This is an optimization exercise on Yosys and OpenROAD, whose aim is small area, not a production implementation. Only simulation tests tie the RTL to the original design; equivalence was not proved.

Design yreg_file, start of the top module:
module yreg_file #(
  parameter int WIDTH = 32,
  parameter int ADDR  = 5
) (
  input  logic             clk,
  input  logic             rst,
  input  logic [ADDR-1:0]  rn1,
  input  logic [ADDR-1:0]  rn2,
  input  logic [ADDR-1:0]  wn,
  input  logic [WIDTH-1:0] d,
  input  logic             w,
  output logic [WIDTH-1:0] rd1,
  output logic [WIDTH-1:0] rd2
);
==> flow/config.mk <==
export PLATFORM = sky130hd
export DESIGN_NAME = yreg_file
export DESIGN_NICKNAME = yreg_file
export VERILOG_FILES = /design/flow/design.v
export SDC_FILE = /design/flow/constraint.sdc
export NUM_CORES = 4
export LEC_CHECK = 0
export CAP_MARGIN = 20
export CORE_MARGIN = 2
export CORE_UTILIZATION = 75
export SLEW_MARGIN = 20
export SYNTH_HIERARCHICAL = 1
export SYNTH_MINIMUM_KEEP_SIZE = 0
==> flow/constraint.sdc <==
create_clock -name core_clock -period 7.0 [get_ports {clk}]
set_input_delay 1.4000 -clock core_clock [delete_from_list [all_inputs] [get_ports {clk}]]
set_output_delay 1.4000 -clock core_clock [all_outputs]
set_load 0.01 [all_outputs]
standard.sh (not shown) runs the stock make flow with config.mk's settings and CLKGATE_MAP_FILE= SYNTH_SCRIPT=/design/flow/synth_recipe.tcl, a recipe that flattens the netlist after the stock synthesis.
==> flow/flow/run.sh <==
#!/bin/bash
# The standard flow (standard synthesis unchanged), with three layout changes:
#  - ports are buffered with buf_2 instead of the slow delay buffer the
#    resizer picks by default;
#  - CTS clusters up to 24 sinks per leaf buffer, uses clkbuf_8/16 and
#    inserts no dummy loads.
set -uo pipefail
bash standard.sh \
  "BUFFER_PORTS_ARGS=-buffer_cell sky130_fd_sc_hd__buf_2" \
  "CTS_ARGS=-sink_clustering_enable -repair_clock_nets -dont_use_dummy_load -buf_list {sky130_fd_sc_hd__clkbuf_8 sky130_fd_sc_hd__clkbuf_16} -sink_clustering_size 24 -sink_clustering_max_diameter 80" \
  finish > standard_flow.log 2>&1
The starting point ran to the end with no violations.
Change:
==> flow/flow/run.sh (replaced) <==
#!/bin/bash
# The standard flow (standard synthesis unchanged), with these layout changes:
#  - ports are buffered with buf_2 instead of the slow delay buffer the
#    resizer picks by default, and output-port buffers (which only drive
#    the port load) are then set to buf_1 before repair_design
#    (flow/pre_resize.tcl);
#  - CTS clusters up to 16 sinks per clkbuf_8 leaf buffer and inserts no
#    dummy loads.
# The full make output is written to standard_flow.log.
set -uo pipefail
bash standard.sh \
  "BUFFER_PORTS_ARGS=-buffer_cell sky130_fd_sc_hd__buf_2" \
  "PRE_RESIZE_TCL=$PWD/flow/pre_resize.tcl" \
  "CTS_ARGS=-sink_clustering_enable -repair_clock_nets -dont_use_dummy_load -buf_list {sky130_fd_sc_hd__clkbuf_8} -sink_clustering_size 16 -sink_clustering_max_diameter 60" \
  finish > standard_flow.log 2>&1
==> flow/flow/pre_resize.tcl (new file) <==
# Output ports only drive the fixed port load, so their buffers can be the
# smallest buffer; repair_design below re-sizes any that turn out too weak.
set block [ord::get_db_block]
set small [[ord::get_db] findMaster sky130_fd_sc_hd__buf_1]
set n 0
foreach bterm [$block getBTerms] {
  if {[$bterm getIoType] ne "OUTPUT"} { continue }
  set net [$bterm getNet]
  if {$net eq "NULL"} { continue }
  foreach iterm [$net getITerms] {
    if {![$iterm isOutputSignal]} { continue }
    set inst [$iterm getInst]
    if {[[$inst getMaster] getName] eq "sky130_fd_sc_hd__buf_2"} {
      $inst swapMaster $small
      incr n
    }
  }
}
puts "pre_resize: $n output buffers set to buf_1"
--- a/flow/config.mk
+++ b/flow/config.mk
@@ -8,5 +8,5 @@
 export CAP_MARGIN = 20
 export CORE_MARGIN = 2
-export CORE_UTILIZATION = 75
+export CORE_UTILIZATION = 65
 export SLEW_MARGIN = 20
 export SYNTH_HIERARCHICAL = 1
The changed run completed with no timing, DRC or antenna violations; via count is lower by 5.6%; register-to-register slack got worse by 30 ps; synthesized cell count does not change; worst setup slack is worse by 21 ps; clock-buffer cell count increases by 26; global-route usage drops by 9.8 points; maximum frequency is lower by 0.33%.
Change:
--- a/flow/flow/run.sh
+++ b/flow/flow/run.sh
@@ -2,6 +2,6 @@
 # The standard flow (standard synthesis unchanged), with these layout changes:
 #  - ports are buffered with buf_2 instead of the slow delay buffer the
-#    resizer picks by default, and output-port buffers (which only drive
-#    the port load) are then set to buf_1 before repair_design
+#    resizer picks by default, and the port buffers are then set to buf_1
+#    just before repair_design, which re-sizes any that are too weak
 #    (flow/pre_resize.tcl);
 #  - CTS clusters up to 16 sinks per clkbuf_8 leaf buffer and inserts no
==> flow/flow/pre_resize.tcl (replaced) <==
# Runs just before repair_design in the resize step. The port buffers that
# buffer_ports inserted (buf_2) are set to the smallest buffer, buf_1:
# output-port buffers only drive the fixed port load, and input-port
# buffers that turn out too weak are re-sized or buffered by repair_design.
# The clock port has no port buffer; CTS buffers it.
set block [ord::get_db_block]
set small [[ord::get_db] findMaster sky130_fd_sc_hd__buf_1]
set n 0
foreach bterm [$block getBTerms] {
  set io [$bterm getIoType]
  if {$io ne "OUTPUT" && $io ne "INPUT"} { continue }
  if {[$bterm getSigType] eq "CLOCK"} { continue }
  set net [$bterm getNet]
  if {$net eq "NULL"} { continue }
  foreach iterm [$net getITerms] {
    if {$io eq "OUTPUT" && ![$iterm isOutputSignal]} { continue }
    if {$io eq "INPUT" && ![$iterm isInputSignal]} { continue }
    set inst [$iterm getInst]
    if {[[$inst getMaster] getName] eq "sky130_fd_sc_hd__buf_2"} {
      $inst swapMaster $small
      incr n
    }
  }
}
puts "pre_resize: $n port buffers set to buf_1"
Global-route usage went up by 0.21 points; final cell count is about the same; critical path depth is unchanged; maximum frequency is lower by about 3.6%; hold slack improves by 5.7 ps.

[port drivers added, routing unchanged]
The results above use ideal ports. As a check the final layouts listed here were re-extracted and re-timed, cells and wires unchanged.
Step 1, drivers: a clkbuf_16 drives clk and a buf_2 each remaining input, both assumed.
Step 2 moves the port delays by t, midway between the first and last clock arrival at a register: inputs arrive t later, outputs are due t later. That takes back most of the time a late clock gives input paths.
Three values: ideal ports, drivers, drivers and shift; two values: the first two.
| run | t, ns | setup slack, ns | worst setup path after step 2 |
|---|---|---|---|
| the first run | 0.691 | 0.790 / 0.743 / 0.743 | input to output |
| the second run | 0.750 | 0.769 / 0.745 / 0.745 | input to output |
| the third run | 0.758 | 0.534 / 0.508 / 0.508 | input to output |
After both steps every run listed still meets setup and hold. For the first run, which loses most, drivers alone change the setup slack by -0.047 ns; drivers and shift together by -0.047 ns.
